What follows belongs to an exercise in optimizing a design on an open flow for a short achievable clock period and few clock cycles; a production flow would make more cautious choices.
Where RTL was checked, it was by simulation tests only, not by an equivalence proof against the original.
Power figures rest on the tool's default switching activity, not on a simulated workload. The clock port is modelled as an ideal driver; clocking choices that lean on that would not hold on a real chip.

==> zinc <==
// rs485_half_duplex_frame_buffer_top
module rs485_half_duplex_frame_buffer_top #(
   parameter int BUFFER_DEPTH = 64
) (
   input  logic                            clock,
   input  logic                            reset,
   input  logic                            req_valid,
   output logic                            req_stall,
   input  logic [rs485_pkg::MODE_W-1:0]    req_mode,
   input  logic [rs485_pkg::DATA_W-1:0]    req_data,
   input  logic                            req_last,
   input  logic [rs485_pkg::LIMIT_W-1:0]   req_read_limit,
   output logic                            rsp_valid,
   input  logic                            rsp_stall,
   output logic [rs485_pkg::KIND_W-1:0]    rsp_kind,
   output logic [rs485_pkg::DATA_W-1:0]    rsp_byte_out,
   output logic                            rsp_final_res,
   output logic                            rsp_driver_enable,
   output logic [rs485_pkg::COUNT_W-1:0]   rsp_byte_count,
   input  logic                            csr_wr_en,
   input  logic [rs485_pkg::TIMEOUT_W-1:0] csr_wr_data
);
export LEC_CHECK = 0
export ABC_CLOCK_PERIOD_IN_PS = 1600
export CAP_MARGIN = 20
export CORE_MARGIN = 2
export CORE_UTILIZATION = 65
export PLACE_DENSITY = 0.7
export SETUP_SLACK_MARGIN = 2.8
export SLEW_MARGIN = 20
export TNS_END_PERCENT = 20
create_clock -name core_clock -period 4.6 [get_ports {clock}]
standard.sh (not shown) runs the stock make flow with config.mk's settings and CLKGATE_MAP_FILE= SYNTH_SCRIPT=/design/flow/synth_recipe.tcl, a recipe that flattens the netlist after the stock synthesis.
==> flow/flow/run.sh <==
#!/bin/bash
# The standard ORFS layout, with three changes to how it is built:
#  - the port buffers are sky130_fd_sc_hd__buf_4 cells instead of the
#    delay-cell buffers buffer_ports picks by default;
#  - the resizer may change a cell to any cell of the same function
#    (MATCH_CELL_FOOTPRINT=0), not only one with the same footprint;
#  - clock tree synthesis clusters up to 30 sinks within 100 um per leaf
#    buffer and adds no dummy loads, which gives a tree with fewer levels and
#    a shorter insertion delay for every register alike.
# The whole make output goes to standard_flow.log; ORFS keeps each step's log
# under orfs/logs/.
set -euo pipefail
bash standard.sh "BUFFER_PORTS_ARGS=-buffer_cell sky130_fd_sc_hd__buf_4" \
   MATCH_CELL_FOOTPRINT=0 \
   "CTS_ARGS=-sink_clustering_enable -repair_clock_nets -sink_clustering_size 30 -sink_clustering_max_diameter 100 -dont_use_dummy_load" \
   finish > standard_flow.log 2>&1
==> inputs of quartz, as changes to zinc <==
--- a/flow/design.v
+++ b/flow/design.v
@@ -104,11 +104,10 @@
    logic [CW-1:0]         rx_len_ff, rx_len_in;
    logic [D-1:0]          rx_oh_ff, rx_oh_in;
    logic [15:0]           idle_ff, idle_in;
    logic [16:0]           idle_p1_ff, idle_p1_in;   
    logic                  ige_ff, ige_in;
-   logic                  g_ff, g_in, g_new;        
    logic [TIMEOUT_W-1:0]  timeout_ff;
    logic                  tmo_z_ff;                 
    logic [CW-1:0]         rem_ff, rem_in;           
    logic [CW-1:0]         total_ff, total_in;
    logic                  o_valid_ff, s_valid_ff, s_valid_in;   
@@ -220,26 +219,18 @@
       end
       idle_clr   = go_rx || go_rdz;
       idle_inc   = go_tick && !idle_p1_ff[16];
       idle_in    = idle_clr ? 16'd0 : idle_inc ? idle_p1_ff[15:0] : idle_ff;
       idle_p1_in = idle_clr ? 17'd1 : idle_inc ? 17'(idle_p1_ff + 1'b1) : idle_p1_ff;
-      if (idle_clr) begin
-         g_new = tmo_z_ff;
-      end else if (idle_inc) begin
-         g_new = g_ff || (idle_p1_ff == {1'b0, timeout_ff});
-      end else begin
-         g_new = g_ff;
-      end
-      ige_in = ready ? g_new : ige_ff;
-      if (!csr_wr_en) begin
-         g_in = g_new;
+      if (!ready) begin
+         ige_in = ige_ff;
       end else if (idle_clr) begin
-         g_in = (csr_wr_data == '0);
+         ige_in = tmo_z_ff;
       end else if (idle_inc) begin
-         g_in = ({1'b0, csr_wr_data} <= idle_p1_ff);
+         ige_in = ({1'b0, timeout_ff} <= idle_p1_ff);
       end else begin
-         g_in = (csr_wr_data <= idle_ff);
+         ige_in = (timeout_ff <= idle_ff);
       end
       tx_nz_in  = go_wr || (tx_nz && !go_txd && !(go_txb && tx_cnt_ff == CW'(1)));
       rx_nz_in  = go_rx || (rx_nz && !go_rdfr);
       rx_1_in   = go_rx ? (rx_len_ff[CW-1] || !rx_nz) : (rx_1 && !go_rdfr);
       rx_ge2_in = go_rx ? (rx_nz && !rx_len_ff[CW-1]) : (rx_ge2 && !go_rdfr);
@@ -350,11 +341,10 @@
          rx_len_ff  <= '0;
          rx_oh_ff   <= D'(1);
          idle_ff    <= '0;
          idle_p1_ff <= 17'd1;
          ige_ff     <= 1'b0;
-         g_ff       <= csr_wr_en && (csr_wr_data == '0);
          le_ff      <= 1'b1;
          tx_nz      <= 1'b0;
          rx_nz      <= 1'b0;
          rx_1       <= 1'b0;
          rx_ge2     <= 1'b0;
@@ -368,11 +358,10 @@
          rx_len_ff  <= rx_len_in;
          rx_oh_ff   <= rx_oh_in;
          idle_ff    <= idle_in;
          idle_p1_ff <= idle_p1_in;
          ige_ff     <= ige_in;
-         g_ff       <= g_in;
          le_ff      <= le_in;
          tx_nz      <= tx_nz_in;
          rx_nz      <= rx_nz_in;
          rx_1       <= rx_1_in;
          rx_ge2     <= rx_ge2_in;
==> inputs of tundra, as changes to zinc <==
--- a/flow/design.v
+++ b/flow/design.v
@@ -88,11 +88,11 @@
    localparam int RW = KIND_W + DATA_W + 1 + 1 + COUNT_W;
    logic                  r_valid, r_wr, r_rd, r_rx, r_txr, r_txd, r_tick;
    logic [DATA_W-1:0]     r_data;
    logic                  r_last;
    logic [CW-1:0]         r_lim;         
-   logic                  r_lim_z, r_lim_1, r_lim_ge2;
+   logic                  r_lim_z, r_lim_1, r_lim_ge2, r_lim_ge3;
    logic                  le_ff, le_in;   
    logic                  lim_hi_in;
    logic                  stall_ff, stall_in;     
    logic                  ready_ff;               
    logic                  rst_q;
@@ -115,11 +115,14 @@
    logic                  o_empty_ff;                           
    logic [RW-1:0]         o_ff, s_ff, b_ff, o_new;
    logic                  o_hold, o_valid_in;
    logic                  ready, proc, strm, produce;
    logic                  go_wr, go_rdfr, go_rx, go_txb, go_txe, go_txd, go_tick, go_rdz;
-   logic                  tx_full, rem_ge2, rem_ge3, rem_2;
+   logic                  tx_full;
+   logic                  rem_ge2, rem_ge3, rem_2;            
+   logic                  rem_ge2_in, rem_ge3_in, rem_2_in;
+   logic                  rx_ge3, rx_ge3_in, n_ge3;
    logic                  tx_nz, rx_nz, rx_1, rx_ge2;   
    logic                  tx_nz_in, rx_nz_in, rx_1_in, rx_ge2_in;
    logic                  n_nz, n_1, n_ge2, idle_clr, idle_inc;
    logic [CW-1:0]         n, tx_new, rx_len_p1;
    logic [RW-1:0]         p;
@@ -155,17 +158,15 @@
    assign rx_byte0 = (rx_wpend_ff && rx_oh_ff[1]) ? wdata_q : rx_h0;
    assign rx_byte1 = rx_spend_ff ? rx_h2 : rx_h1;
    assign tx_full   = tx_cnt_ff[CW-1];
    assign tx_new    = tx_full ? tx_cnt_ff : CW'(tx_cnt_ff + 1'b1);
    assign rx_len_p1 = CW'(rx_len_ff + 1'b1);
-   assign rem_ge2   = (rem_ff[CW-1:1] != '0);
-   assign rem_ge3   = (rem_ff[CW-1:2] != '0) || (rem_ff[1] && rem_ff[0]);
-   assign rem_2     = (rem_ff == CW'(2));
    assign n     = le_ff ? rx_len_ff : r_lim;
    assign n_nz  = !r_lim_z;                  
    assign n_1   = rx_1 || r_lim_1;           
    assign n_ge2 = rx_ge2 && r_lim_ge2;
+   assign n_ge3 = rx_ge3 && r_lim_ge3;
    assign ready   = ready_ff;
    assign strm    = rem_ge2 && !s_valid_ff;
    assign proc    = ready && r_valid;
    assign go_wr   = ready && r_wr && ph_rx_ff;
    assign go_rdz  = ready && r_rd && !rx_nz;
@@ -241,10 +242,11 @@
       end
       tx_nz_in  = go_wr || (tx_nz && !go_txd && !(go_txb && tx_cnt_ff == CW'(1)));
       rx_nz_in  = go_rx || (rx_nz && !go_rdfr);
       rx_1_in   = go_rx ? (rx_len_ff[CW-1] || !rx_nz) : (rx_1 && !go_rdfr);
       rx_ge2_in = go_rx ? (rx_nz && !rx_len_ff[CW-1]) : (rx_ge2 && !go_rdfr);
+      rx_ge3_in = go_rx ? (rx_ge2 && !rx_len_ff[CW-1]) : (rx_ge3 && !go_rdfr);
       lim_hi_in = (req_read_limit[LIMIT_W-1:CW] != '0);
       if (!ready) begin
          le_in = le_ff;
       end else if (go_rx && rx_len_ff[CW-1]) begin
          le_in = lim_hi_in || (req_read_limit[CW-1:0] != '0);
@@ -253,17 +255,26 @@
       end else if (go_rdfr) begin
          le_in = 1'b1;
       end else begin
          le_in = lim_hi_in || (rx_len_ff <= req_read_limit[CW-1:0]);
       end
-      rem_in   = rem_ff;
+      rem_in     = rem_ff;
+      rem_ge2_in = rem_ge2;
+      rem_ge3_in = rem_ge3;
+      rem_2_in   = rem_2;
       total_in = total_ff;
       if (strm) begin
-         rem_in = CW'(rem_ff - 1'b1);
+         rem_in     = CW'(rem_ff - 1'b1);
+         rem_ge2_in = rem_ge3;
+         rem_ge3_in = (rem_ff[CW-1:2] != '0);
+         rem_2_in   = (rem_ff == CW'(3));
       end
       if (go_rdfr) begin
-         rem_in   = n;
+         rem_in     = n;
+         rem_ge2_in = n_ge2;
+         rem_ge3_in = n_ge3;
+         rem_2_in   = n_ge2 && !n_ge3;
          total_in = n;
       end
       p_kind  = KIND_STATUS;
       p_byte  = '0;
       p_final = 1'b1;
@@ -312,10 +323,13 @@
          stall_ff   <= 1'b0;
          ready_ff   <= 1'b1;
          timeout_ff <= TIMEOUT_RESET;
          tmo_z_ff   <= 1'b0;
          rem_ff     <= '0;
+         rem_ge2    <= 1'b0;
+         rem_ge3    <= 1'b0;
+         rem_2      <= 1'b0;
          o_valid_ff <= 1'b0;
          o_empty_ff <= 1'b1;
          s_valid_ff <= 1'b0;
       end else begin
          if (ready) begin
@@ -332,10 +346,13 @@
          if (csr_wr_en) begin
             timeout_ff <= csr_wr_data;
             tmo_z_ff   <= (csr_wr_data == '0);
          end
          rem_ff     <= rem_in;
+         rem_ge2    <= rem_ge2_in;
+         rem_ge3    <= rem_ge3_in;
+         rem_2      <= rem_2_in;
          o_valid_ff <= o_valid_in;
          o_empty_ff <= !o_valid_in;
          s_valid_ff <= s_valid_in;
       end
    end
@@ -356,10 +373,11 @@
          le_ff      <= 1'b1;
          tx_nz      <= 1'b0;
          rx_nz      <= 1'b0;
          rx_1       <= 1'b0;
          rx_ge2     <= 1'b0;
+         rx_ge3     <= 1'b0;
       end else begin
          ph_rx_ff   <= ph_rx_in;
          ph_tx_ff   <= ph_tx_in;
          ph_dr_ff   <= ph_dr_in;
          driving_ff <= driving_in;
@@ -374,20 +392,22 @@
          le_ff      <= le_in;
          tx_nz      <= tx_nz_in;
          rx_nz      <= rx_nz_in;
          rx_1       <= rx_1_in;
          rx_ge2     <= rx_ge2_in;
+         rx_ge3     <= rx_ge3_in;
       end
    end
    always_ff @(posedge clock) begin
       if (ready) begin
          r_data    <= req_data;
          r_last    <= req_last;
          r_lim     <= req_read_limit[CW-1:0];
          r_lim_z   <= (req_read_limit == '0);
          r_lim_1   <= (req_read_limit == 16'd1);
          r_lim_ge2 <= (req_read_limit[LIMIT_W-1:1] != '0);
+         r_lim_ge3 <= (req_read_limit[LIMIT_W-1:2] != '0) || (req_read_limit[1:0] == 2'd3);
       end
       total_ff <= total_in;
       wdata_q     <= r_data;
       tx_wpend_ff <= go_wr && !tx_full;
       tx_spend_ff <= go_txb;
==> flow/config.mk (replaced) <==
export PLATFORM = sky130hd
export DESIGN_NAME = rs485_half_duplex_frame_buffer_top
export DESIGN_NICKNAME = rs485_half_duplex_frame_buffer_top
export VERILOG_FILES = /design/flow/design.v
export SDC_FILE = /design/flow/constraint.sdc
export NUM_CORES = 4
export LEC_CHECK = 0
export ABC_CLOCK_PERIOD_IN_PS = 1400
export CAP_MARGIN = 20
export CORE_MARGIN = 2
export CORE_UTILIZATION = 65
export PLACE_DENSITY = 0.7
export SETUP_SLACK_MARGIN = 3.0
export SLEW_MARGIN = 20
export TNS_END_PERCENT = 30
==> comparison <==
Wire length: zinc is lower than tundra (about 9%). Combinational power: tundra < zinc < quartz. In clock-buffer cell count, zinc and quartz do not differ. In tundra the total power is smaller than in quartz, by 40%. Clock skew: tundra is higher than zinc (0.0016 ns).
==> figures <==
| item | zinc | tundra | quartz |
|---|---|---|---|
| Share of cells above drive strength 1 | 7.986% | 13.55% | 9.380% |
| Global-route met1 utilization | 36.84% | 37.70% | 38.17% |
| Total stage count of the critical path | 6 | 1 | 8 |
| Relative contribution of the clock network to total power | 16.8% | 27.9% | 16.8% |
| Type of the worst setup path | reg2reg | reg2out | reg2reg |
| Setup WS post-layout | 2.517 ns | 2.537 ns | 2.545 ns |
| WP buf/inv | 0 | 1 | 1 |
| Initial core utilization | 65.86% | 65.40% | 65.86% |
| Die X | 290.1 um | 290.7 um | 290.1 um |
| Run status | no timing/DRC/antenna violations | no timing/DRC/antenna violations | no timing/DRC/antenna violations |
| Avg Vias per Cell | 5.720 | 5.800 | 5.771 |
| Synth unique cells | 59 | 58 | 65 |
Testbench counts of tundra, summed over its fixed seeds: cycles 9,281.
No functional check of the RTL was part of zinc and quartz.

-- re-timing with driven ports --
How much do the figures lean on ideal ports? The routed layouts below were timed once more, with nothing changed but the port constraints.
Step 1 assumes that a clkbuf_16 drives the clock port and a buf_2 every other input.
Step 2 moves the port delays by t, midway between the first and last clock arrival at a register: inputs arrive t later, outputs are due t later. That takes back most of the time a late clock gives input paths.
a / b / c = ideal ports / drivers / drivers and shift; a / b = the first two.
run	t (ns)	setup slack, ns	pins driven straight from the clock port
zinc	0.701	2.517 / 2.475 / 1.919	1
quartz	0.714	2.545 / 2.501 / 2.288	1
tundra	0.692	2.537 / 2.474 / 1.888	1
After both steps setup and hold are still met in every run listed. For tundra, which loses most, drivers alone change the setup slack by -0.063 ns; drivers and shift together by -0.649 ns.
